Context: an optimization exercise on an open-source flow, tuned for a short achievable clock period and few clock cycles. The choices shown serve that exercise and are no tape-out recipe.
In this exercise RTL edits were held to simulation tests only and were not proved equivalent to the original.
Power figures rest on the tool's default switching activity, not on a simulated workload.

Design cpu, start of the top module:
module cpu (
    input  wire                        clk,
    input  wire                        reset,
    input  wire  [32-1:0]       instRdata,
    input  wire  [32-1:0]       dataRdata,
    output logic [32-1:0]       instAddr,
    output logic [32-1:0]       dataAddr,
    output logic [32-1:0]       dataWdata,
    output logic                       dataWe,
    output logic                       grfWe,
    output logic [5-1:0] grfAddr,
    output logic [32-1:0]       grfWdata,
    output logic [32-1:0]       wbPc
);
clock: 8.0 ns
lec_check: 0
cap_margin: 30
core_margin: 2
core_utilization: 40
setup_slack_margin: 5
slew_margin: 30
synth_hierarchical: 1
run.sh (not shown) runs the stock make flow with config.mk's settings and CLKGATE_MAP_FILE= SYNTH_SCRIPT=/design/flow/synth_recipe.tcl, a recipe that flattens the netlist after the stock synthesis.
Testbench counts at the start, summed over its fixed seeds: cycles 103,163.
Next try:
--- a/flow/design.v
+++ b/flow/design.v
@@ -73,29 +73,31 @@
 `timescale 1ns/1ps
 `default_nettype none
 module aluUnit (
     input  wire  [31:0] eA,
     input  wire  [31:0] eAx,
     input  wire  [31:0] eB,
     input  wire  [31:0] mRes,
     input  wire         sub,
     input  wire         orOp,
     input  wire         fwdA,     
     input  wire         fwdB,     
-    output logic [31:0] res
+    output logic [31:0] res,
+    output logic [31:0] addr      
 );
     logic [31:0] sumRR, sumRM, sumMRa, sumMRs;
     fastAdd addRR  (.a(eAx), .b(eB), .inv(sub), .sum(sumRR));
     fastAdd addRM  (.a(eAx), .b(mRes), .inv(sub), .sum(sumRM));
     fastAdd addMRa (.a(mRes), .b(eB), .inv(1'b0), .sum(sumMRa));
     fastAdd addMRs (.a(~mRes), .b(eB), .inv(1'b1), .sum(sumMRs));
+    assign addr = fwdA ? sumMRa : sumRR;
     always_comb begin
         case ({fwdA, fwdB})
             2'b00:   res = orOp ? (eA | eB) : sumRR;
             2'b10:   res = orOp ? (mRes | eB) : sub ? sumMRs : sumMRa;
             2'b01:   res = sumRM;
             default: res = sub ? '0 : {mRes[30:0], 1'b0};
         endcase
     end
 endmodule
 module targetAdd (
     input  wire  [31:0] a,
@@ -212,22 +214,23 @@
     localparam int kAddu = 0, kSubu = 1, kJr = 2, kOri = 3, kLui = 4, kLw = 5, kSw = 6,
                    kBeq = 7, kJal = 8, kSame = 9, kRs = 10, kRt = 11;
     logic [11:0] dKind, fKind;
     logic [31:0] dJump;     
     logic [31:1] dRsSel, dRtSel;
     logic [31:0] eA, eAx, eB, eS, ePc, eTarget;
     logic        eAfwdM, eBfwdM, eSfwdM, eSfwdL;
     logic        eAfwdL, eBfwdL;     
     logic        eSub, eOr, eLw, eSw, eBr, eJr, eWe;
     logic [4:0]  eDest;
     logic [31:0] mRes, mS, mPc;
+    logic [31:0] mAddr;     
     logic        mLw, mSw, mWe;
     logic        mBr, mJr, mL, mEqE, mBothL;
     logic [31:0] mOther, mTarget, mJrPc;
     logic [31:0] wLoad;     
     logic [4:0]  mDest;
     logic [31:0] wData, wOut, wPc;
     logic        wWe;
     logic [4:0]  wDest;
     logic [31:1] wSel;
     logic [31:0] link;     
     logic [5:0]  op, fn;
@@ -284,35 +287,36 @@
     assign dPc8 = dPc4 + 32'd4;
     logic stall;
     assign stall = stallQ && dValid;
     logic [31:0] dTarget;
     logic dRedirectEarly, takeFused;
     assign dRedirectEarly = isJal || isJr || beqSame;
     always_comb begin
         if (isJal)     dTarget = {dPc4[31:28], dInstr[25:0], 2'b00};
         else if (isJr) dTarget = link;
         else           dTarget = brTarget;
     end
-    logic [31:0] aluRes, aOp, sOp;
+    logic [31:0] aluRes, aluAddr, aOp, sOp;
     logic        mispredict;
     logic [31:0] eRedirectPc;
     aluUnit alu0 (
         .eA   (eA),
         .eAx  (eAx),
         .eB   (eB),
         .mRes (mRes),
         .sub  (eSub),
         .orOp (eOr),
         .fwdA (eAfwdM),
         .fwdB (eBfwdM),
-        .res  (aluRes)
+        .res  (aluRes),
+        .addr (aluAddr)
     );
     logic [31:0] xRR;
     assign xRR  = eAx ^ eB;
     assign eqRR = eSub ? &xRR : ~|xRR;
     always_comb begin
         case ({eAfwdM, eBfwdM})
             2'b00:   eq = eqRR;
             2'b10:   eq = mRes == eB;
             2'b01:   eq = eA == mRes;
             default: eq = 1'b1;
         endcase
@@ -438,32 +442,33 @@
         end else begin
             mLw  <= eLw;
             mSw  <= eSw;
             mWe  <= eWe;
             mBr  <= eBr;
             mJr  <= eJr;
         end
     end
     always_ff @(posedge clk) begin
         mDest <= eDest;
         mRes  <= aluRes;
+        mAddr <= aluAddr;
         mS    <= sOp;
         mPc   <= ePc;
         mOther  <= eAfwdL ? bOp : aOp;
         mBothL  <= eAfwdL && eBfwdL;
         mL      <= eL;
         mEqE    <= eq;
         mTarget <= eTarget;
         mJrPc   <= aOp;
     end
-    assign dataAddr  = mRes;
+    assign dataAddr  = mAddr;
     assign dataWdata = mS;
     assign dataWe    = mSw;
     always_ff @(posedge clk) begin
         if (reset) begin
             wWe  <= 1'b0;
             wSel <= '0;
         end else begin
             wWe  <= mWe;
             wSel <= mWe ? oneHot(mDest) : '0;
         end
     end
Outcome: Clock power rose slightly. Synthesized area went up slightly. Worst hold slack degrades by 41 ps. Clock skew drops by 17 ps. Worst setup slack is better by 38 ps. Global-route usage came out lower by 1.4 points. Via count falls slightly. Fmax goes up slightly. Total power is higher slightly.
Testbench counts after the change, summed over its fixed seeds: cycles 103,163.

-- what the ideal ports hide --
The results above use ideal ports. As a check the final layouts listed here were re-extracted and re-timed, cells and wires unchanged.
Step 1 (the two cells are an assumption about what drives the block):
set clk [get_ports {clk}]
set_driving_cell -lib_cell sky130_fd_sc_hd__clkbuf_16 $clk
set_driving_cell -lib_cell sky130_fd_sc_hd__buf_2 [delete_from_list [all_inputs] $clk]
Step 2, shift: input delay + t, output delay - t, t = (earliest + latest rising clock arrival at the registers) / 2. This alone moves slack from input paths to output paths.
a / b / c = no drivers / after step 1 / after step 2; a / b = the first two.
| run | shift t [ns] | setup WS [ns] | hold WS [ns] |
|---|---|---|---|
| the first run | 0.945 | 4.900 / 4.810 / 4.037 | 0.323 / 0.323 / 0.323 |
| the second run | 0.963 | 4.939 / 4.863 / 4.020 | 0.282 / 0.282 / 0.282 |
After both steps every run listed still meets setup and hold. For the second run, which loses most, drivers alone change the setup slack by -0.076 ns; drivers and shift together by -0.919 ns.
